Context: an optimization exercise on an open-source flow, tuned for small area, a short achievable clock period and few clock cycles per item. The choices shown serve that exercise and are no tape-out recipe.
Function was checked by simulation only, so behaviour that the tests miss may differ from the original.

**flow/design.v**
```verilog
package spab_pkg;
  localparam logic [1:0] MODE_8BIT  = 2'd0;
  localparam logic [1:0] MODE_16BIT = 2'd1;
  localparam logic [1:0] MODE_ARGB  = 2'd2;
  localparam logic REG_DEPTH_MODE = 1'b0;
  localparam logic REG_KEY_COLOR  = 1'b1;
  localparam logic [1:0]  DEPTH_MODE_RESET = MODE_ARGB;
  localparam logic [15:0] KEY_COLOR_RESET  = 16'h0000;
  localparam logic [7:0]  MAX8 = 8'd255;
  localparam logic [15:0] RECIP_255 = 16'h8081;
  localparam int NUM_CHAN = 3;
  localparam int DIV_W      = 24;
  localparam int DIV_STEPS  = 6;
  localparam int DIV_STAGES = DIV_W / DIV_STEPS;
  localparam int DIV_FIRST  = 2;
  localparam int DIV_LAST   = DIV_FIRST + DIV_STAGES - 1;
  localparam int Q_STAGE    = DIV_LAST + 1;
  localparam int OUT_STAGE  = Q_STAGE + 1;
  localparam int NUM_STAGES = OUT_STAGE + 1;
endpackage
import spab_pkg::*;
module sprite_pixel_alpha_blend (
  input  logic              clk,
  input  logic              rst,
  input  logic              item_valid,
  output logic              item_ready,
  input  logic [31:0]       src_pixel,
  input  logic [31:0]       dst_pixel,
  output logic              result_valid,
  input  logic              result_ready,
  output logic [31:0]       out_pixel,
  output logic              write_enable,
  input  logic              psel,
  input  logic              penable,
  input  logic              pwrite,
  input  logic [2:0]        paddr,
  input  logic [31:0]       pwdata,
  output logic [31:0]       prdata,
  output logic              pready
);
  logic [1:0]  depth_mode;
  logic [15:0] key_color;
  logic [NUM_STAGES-1:0] vld;
  logic [NUM_STAGES-1:0] adv;
  logic                         in_blend;
  logic                         in_we;
  logic [31:0]                  in_pix;
  logic [OUT_STAGE-1:0]         ctl_blend;
  logic [OUT_STAGE-1:0]         ctl_we;
  logic [OUT_STAGE-1:0][31:0]   ctl_pix;
  logic [7:0]  inv_sa_s;
  logic [15:0] p_s;
  logic [NUM_CHAN-1:0][15:0] m1_s;
  logic [NUM_CHAN-1:0][15:0] m2_s;
  logic [Q_STAGE:1][7:0] oa_s;
  logic [DIV_LAST:1][NUM_CHAN-1:0][31:0] div_s;
  logic [DIV_LAST:1][NUM_CHAN-1:0][31:0] div_d;
  logic [NUM_CHAN-1:0][7:0] q1_s;
  logic [NUM_CHAN-1:0][7:0] qd_s;
  logic        out_we;
  function automatic logic [31:0] div_steps(input logic [31:0] d, input logic [7:0] divisor);
    logic [7:0]       rem;
    logic [DIV_W-1:0] dq;
    logic [9:0]       diff;
    rem = d[31:24];
    dq  = d[23:0];
    for (int i = 0; i < DIV_STEPS; i++) begin
      diff = {1'b0, rem, dq[DIV_W-1]} - {2'b00, divisor};
      if (!diff[9]) begin
        rem = diff[7:0];
        dq  = {dq[DIV_W-2:0], 1'b1};
      end else begin
        rem = {rem[6:0], dq[DIV_W-1]};
        dq  = {dq[DIV_W-2:0], 1'b0};
      end
    end
    div_steps = {rem, dq};
  endfunction
  assign pready = 1'b1;
  always_ff @(posedge clk) begin
    if (rst) begin
      depth_mode <= DEPTH_MODE_RESET;
      key_color  <= KEY_COLOR_RESET;
    end else if (psel && penable && pwrite) begin
      case (paddr[2])
        REG_DEPTH_MODE: depth_mode <= pwdata[1:0];
        REG_KEY_COLOR:  key_color  <= pwdata[15:0];
        default: ;
      endcase
    end
  end
  always_comb begin
    case (paddr[2])
      REG_DEPTH_MODE: prdata = {30'b0, depth_mode};
      REG_KEY_COLOR:  prdata = {16'b0, key_color};
      default:        prdata = 32'b0;
    endcase
  end
  always_comb begin
    adv[OUT_STAGE] = !vld[OUT_STAGE] || result_ready;
    for (int k = OUT_STAGE - 1; k >= 0; k--) begin
      adv[k] = !vld[k] || adv[k+1];
    end
  end
  assign item_ready = adv[0] && !rst;
  always_ff @(posedge clk) begin
    if (rst) begin
      vld <= '0;
    end else begin
      if (adv[0]) vld[0] <= item_valid;
      for (int k = 1; k < NUM_STAGES; k++) begin
        if (adv[k]) vld[k] <= vld[k-1];
      end
    end
  end
  always_comb begin
    in_blend = 1'b0;
    in_we    = 1'b0;
    in_pix   = dst_pixel;
    case (depth_mode)
      MODE_8BIT: begin
        if ({8'b0, src_pixel[7:0]} != key_color) begin
          in_we  = 1'b1;
          in_pix = {24'b0, src_pixel[7:0]};
        end
      end
      MODE_16BIT: begin
        if (src_pixel[15:0] != key_color) begin
          in_we  = 1'b1;
          in_pix = {16'b0, src_pixel[15:0]};
        end
      end
      MODE_ARGB: begin
        if (src_pixel[31:24] != 8'd0) begin
          in_blend = 1'b1;
          in_we    = 1'b1;
        end
      end
      default: ;
    endcase
  end
  always_ff @(posedge clk) begin
    if (adv[0]) begin
      ctl_blend[0] <= in_blend;
      ctl_we[0]    <= in_we;
      ctl_pix[0]   <= in_pix;
    end
    for (int k = 1; k < OUT_STAGE; k++) begin
      if (adv[k]) begin
        ctl_blend[k] <= ctl_blend[k-1];
        ctl_we[k]    <= ctl_we[k-1];
        ctl_pix[k]   <= ctl_pix[k-1];
      end
    end
  end
  always_ff @(posedge clk) begin
    if (adv[0]) begin
      inv_sa_s <= MAX8 - src_pixel[31:24];
      p_s      <= {8'b0, MAX8 - src_pixel[31:24]} *
                  {8'b0, MAX8 - dst_pixel[31:24]};
      for (int c = 0; c < NUM_CHAN; c++) begin
        m1_s[c] <= {8'b0, src_pixel[31:24]} * {8'b0, src_pixel[c*8 +: 8]};
        m2_s[c] <= {8'b0, dst_pixel[31:24]} * {8'b0, dst_pixel[c*8 +: 8]};
      end
    end
  end
  logic [31:0] p_scaled;
  assign p_scaled = {16'b0, p_s} * {16'b0, RECIP_255};
  logic [NUM_CHAN-1:0][31:0] qd_prod;
  logic [NUM_CHAN-1:0][31:0] div_d_last;
  always_comb begin
    for (int c = 0; c < NUM_CHAN; c++) begin
      div_d_last[c] = div_d[DIV_LAST][c];
      qd_prod[c] = {16'b0, div_d_last[c][15:0]} * {16'b0, RECIP_255};
    end
  end
  always_ff @(posedge clk) begin
    if (adv[1]) begin
      oa_s[1] <= MAX8 - p_scaled[30:23];
      for (int c = 0; c < NUM_CHAN; c++) begin
        div_s[1][c] <= {8'd0, 8'b0, m1_s[c]};
        div_d[1][c] <= {8'd0, 24'({8'b0, m2_s[c]} * {16'b0, inv_sa_s})};
      end
    end
    for (int k = DIV_FIRST; k <= DIV_LAST; k++) begin
      if (adv[k]) begin
        oa_s[k] <= oa_s[k-1];
        for (int c = 0; c < NUM_CHAN; c++) begin
          div_s[k][c] <= div_steps(div_s[k-1][c], oa_s[k-1]);
          div_d[k][c] <= div_steps(div_d[k-1][c], oa_s[k-1]);
        end
      end
    end
    if (adv[Q_STAGE]) begin
      oa_s[Q_STAGE] <= oa_s[DIV_LAST];
      for (int c = 0; c < NUM_CHAN; c++) begin
        q1_s[c] <= div_s[DIV_LAST][c][7:0];
        qd_s[c] <= qd_prod[c][30:23];
      end
    end
  end
  logic [NUM_CHAN-1:0][8:0] chan_sum;
  logic [23:0] rgb;
  always_comb begin
    for (int c = 0; c < NUM_CHAN; c++) begin
      chan_sum[c]    = {1'b0, q1_s[c]} + {1'b0, qd_s[c]};
      rgb[c*8 +: 8]  = chan_sum[c][8] ? MAX8 : chan_sum[c][7:0];
    end
  end
  always_ff @(posedge clk) begin
    if (adv[OUT_STAGE]) begin
      out_pixel <= ctl_blend[Q_STAGE] ? {oa_s[Q_STAGE], rgb} : ctl_pix[Q_STAGE];
      out_we    <= ctl_we[Q_STAGE];
    end
  end
  assign result_valid = vld[OUT_STAGE];
  assign write_enable = out_we;
endmodule
```
**flow/run.sh**
```bash
#!/bin/bash
# synth_recipe.tcl (not shown) runs the flow's synth.tcl, then flattens the netlist and writes it again
# the make line also repeats each setting of config.mk as NAME=value (left out here)
make -C /OpenROAD-flow-scripts/flow DESIGN_CONFIG=/design/flow/config.mk WORK_HOME=/design/flow/orfs CLKGATE_MAP_FILE= SYNTH_SCRIPT=/design/flow/synth_recipe.tcl finish
```
**flow/config.mk**
```make
export PLATFORM = sky130hd
export DESIGN_NAME = sprite_pixel_alpha_blend
export DESIGN_NICKNAME = sprite_pixel_alpha_blend
export VERILOG_FILES = /design/flow/design.v
export SDC_FILE = /design/flow/constraint.sdc
export NUM_CORES = 4
export LEC_CHECK = 0
export CAP_MARGIN = 20
export CORE_MARGIN = 2
export CORE_UTILIZATION = 40
export SLEW_MARGIN = 20
```
**flow/constraint.sdc**
```tcl
create_clock -name core_clock -period 17.0 [get_ports {clk}]
set_input_delay 3.4000 -clock core_clock [delete_from_list [all_inputs] [get_ports {clk}]]
set_output_delay 3.4000 -clock core_clock [all_outputs]
set_load 0.01 [all_outputs]
```
==> qor.yml <==
drt:
  vias: 80200
  wl_per_cell_um: 18.4
  drt_pass1_iterations: 6
  ant_nets: 0
  drt_wl_total_um: 276000
  drc: 0
  via_per_inst: 5.34
  drt-initial-drc-count: 4863
synth:
  yosysWarnings: 1
  synth_top_area_cell: "edfxtp_1"
  synthAdderAreaFrac_pct: 29.7
  synth_top_family_by_area: "adder cells"
  synth_area_leaders: "edfxtp_1 29%, ha_1 18%, fa_1 11%"
  synth_mux_area_share_pct: 5.21
  synth_compound_area_share_pct: 13.3
  synth.top_cell.area_share_pct: 28.9
  synth_common_cells: "1636 x ha_1, 1217 x inv_1, 1065 x edfxtp_1"
  synth_area_per_cell_um2: 10.0
  synthFlopType: "edfxtp_1"
  yosysMostFrequentCell: "ha_1"
  synthXorXnorAreaFrac_pct: 5.34
  yosysSeqAreaShare_pct: 29.4
  synth-seq-cells: 1091
  synth_cells: 11000
  synth.distinct_cells: 124
  synthesis.area_um2: 111000
  async_flop_share_pct: 0
  synthSimpleGateAreaFrac_pct: 12.0
  synth_edf_count: 1065
critical_path:
  critPathKind: "flip-flop to flip-flop"
  critPathArrivalTime_ns: 16.09
  r2r-end: "div_d[220]"
  reg2reg_depth: 62
  regToRegSetupSlack_ns: 1.44
  endpoint: "div_d[220]"
  critPathCaptureType: "flip-flop"
  crit_start: "oa_s[11]"
  cpMostUsedCell: "o21ai_0"
  path_max_fanout: 19
  cp_slowest_stage_delay_ns: 0.52
  critPathRequiredTime_ns: 17.52
  startpoint_type: "flip-flop"
  critical_path.slowest_cell: "inv_1"
  r2r_start: "oa_s[11]"
clocking:
  cts.sinks: 1091
  clock_tree.buffer_depth: 3
  clkLatencyLatePin_ns: 0.80
  root_buffer: "clkbuf_16"
  clk_pin_slew_ns: 0.06
  cts_resized: 0
  cts_tree: "done"
  ctsHoldBuffers: 0
  htree_levels: 4
  post-cts-setup-buffer-count: 0
  cts_buffers: 132
timing:
  rsz0062_at_grt: "false"
  relSlewSlack_pct: 27.4
  fin_ws_ns: 1.44
  fin_crit_sh_pct: 91.6
  finalHoldViolCount: 0
  final-setup-viol-count: 0
  fin_skew_ns: 0.0293
  worst_pin_slew_ns: 1.09
  fmax_mhz: 64.2
  drv_slew: 0
  period_needed_ns: 15.56
  fin_tns_setup_ns: 0
global_routing:
  grt_max_degree: 131
  grt_pass1_wl_um: 439000
  gr-usage-all-layers_pct: 19.6
  antenna_found_initial: 29
  gr-total-overflow: 0
  first_global_vias: 80300
cells_and_area:
  fin_nets: 13600
  multiInputGateArea_um2: 72700
  post-route-util_pct: 43.9
  fillers: 25700
  syn_to_final_growth_pct: 9.38
  layout-drive-gt1-share_pct: 7.39
  ff_latch_area_um2: 32500
die:
  boundaryPins: 174
  die_y_um: 530
  die_w_um: 530
  die_area_um2: 281000
  start_util_pct: 40.1
  core-area_um2: 276000
  fp-row-count: 193
hold_path:
  min_path_type: "flip-flop to flip-flop"
placement:
  post-place-ws_ns: 1.45
  portBuffers: 138
  gp_congestion: 0.874
  hpwl_um: 210000
flow_run:
  maxCapViolCount: 0
outcome:
  outcome: "no timing/DRC/antenna violations"
logic make-up (layout without fill, tap and decap cells):
logic type,count (synthesis),count (layout)
simple gates,2725,2725
other cells,2,31
xor+xnor,675,675
mux,512,512
flops,1091,1091
buf+inv,1455,1716
fa+ha+maj,2255,2255
compound gates,2305,2305
worst min path at each step:
stage | from | endpoint | depth (start not counted)
final | div_d[209] | div_d[311] | 0
after global routing | div_d[209] | div_d[311] | 0
after CTS | div_d[209] | div_d[311] | 0
after detailed placement | ctl_blend[3] | ctl_blend[4] | 0
after global placement | div_d[256] | div_d[358] | 0
after floorplan | ctl_blend[0] | ctl_blend[1] | 0
metrics by stage:
stage,instances,area (µm²),hold WS [ns]
final,15000,121000,0.398
after global routing,15000,121000,0.410
after CTS,15000,121000,0.394
after detailed placement,14800,117000,0.405
after global placement,14800,117000,0.401
after floorplan,11000,111000,0.400
layer usage:
metal / global-route usage [%] / share of wire, % / vias to the layer above
met3: 1.95 / 4.6 / 328
met2: 31.6 / 45 / 1701
met5: 0 / 0.0040 / -
met4: 5.07 / 2.3 / 2
li1: - / - / 38900
met1: 27.9 / 48 / 39200
critical path, delay by kind of cell (launching register included):
| family | cells | cell delay (ns) |
|---|---|---|
| buffers and inverters | 6 | 1.06 |
| and+or+nand+nor | 14 | 3.22 |
| DFF | 1 | 0.39 |
| AOI/OAI and AO/OA | 35 | 8.40 |
| muxes | 1 | 0.31 |
| adders and majority gates | 6 | 1.89 |
sequential cells by signal, indices dropped and copies added, names as in the netlist, 24 cells and up:
name        cells
div_d         294
div_s         236
ctl_pix       224
div_d_last     48
m1_s           48
m2_s           48
oa_s           48
out_pixel      32
q1_s           24
qd_s           24
cell usage in the layout (no fill, tap or decap), types with 19 or more instances in the layout:
master           Yosys  final
nor2_1             706    706
o21a_1             164    164
nand2_1            789    786
or3_1               42     42
a21boi_0            87     87
clkbuf_16            0    134
clkbuf_1           162     22
a21oi_1            716    716
and2_1             474    474
nor3_1             108    108
a211oi_1            40     40
o21bai_1            62     62
o211ai_1            37     37
o21ai_1             19     19
mux2i_1            133    133
o21ai_0            561    561
a31oi_1             31     31
clkdlybuf4s50_1      0    137
xor2_1             233    233
mux2_2             331    331
nor2b_1            194    194
ha_1              1636   1636
edfxtp_1          1065   1065
and3_1              35     35
nand3b_1            21     21
nand2b_1           144    144
dfxtp_1             26     26
o31ai_1             37     37
fa_1               619    619
clkinv_1             2     23
nand3_1             66     65
o31a_1              63     63
buf_4               18    108
or2_2               53     53
conb_1               2     29
inv_1             1217   1204
xnor2_1            442    442
inv_2               12     22
a21o_1             257    257
layout make-up:
cell class                      count  area share (%)
Clock buffer                      156            2.84
Inverter                         1231            3.83
Timing Repair Buffer              248            1.84
Multi-Input combinational cell   8501            60.1
Antenna cell                        2         0.00413
Clock inverter                     81           0.761
Tap cell                         3705            3.83
Sequential cell                  1091            26.8
Testbench counts, summed over its fixed seeds: cycles 11,584, items 11,200.

port drivers added, routing unchanged:
How much do the figures lean on ideal ports? The routed layout below was timed once more, with nothing changed but the port constraints. Step 1 sets driving cells, clkbuf_16 on the clock port and buf_2 on the other inputs (assumed; they add their load-dependent delay and slew). Step 2 adds t to the input delays and takes it off the output delays; t is the mean of the earliest and latest rising clock arrival at the registers after step 1. Input paths then give back, and output paths get back, about the clock's delay inside the block. Three values: ideal, step 1, step 2; two values: the first two.
t (ns): 0.882
setup WS [ns]: 1.435 / 1.435 / 1.435
worst data-port slew with drivers (ns): 0.08
After both steps this run still meets setup and hold. For this run, drivers alone change the setup slack by 0.000 ns; drivers and shift together by 0.000 ns.
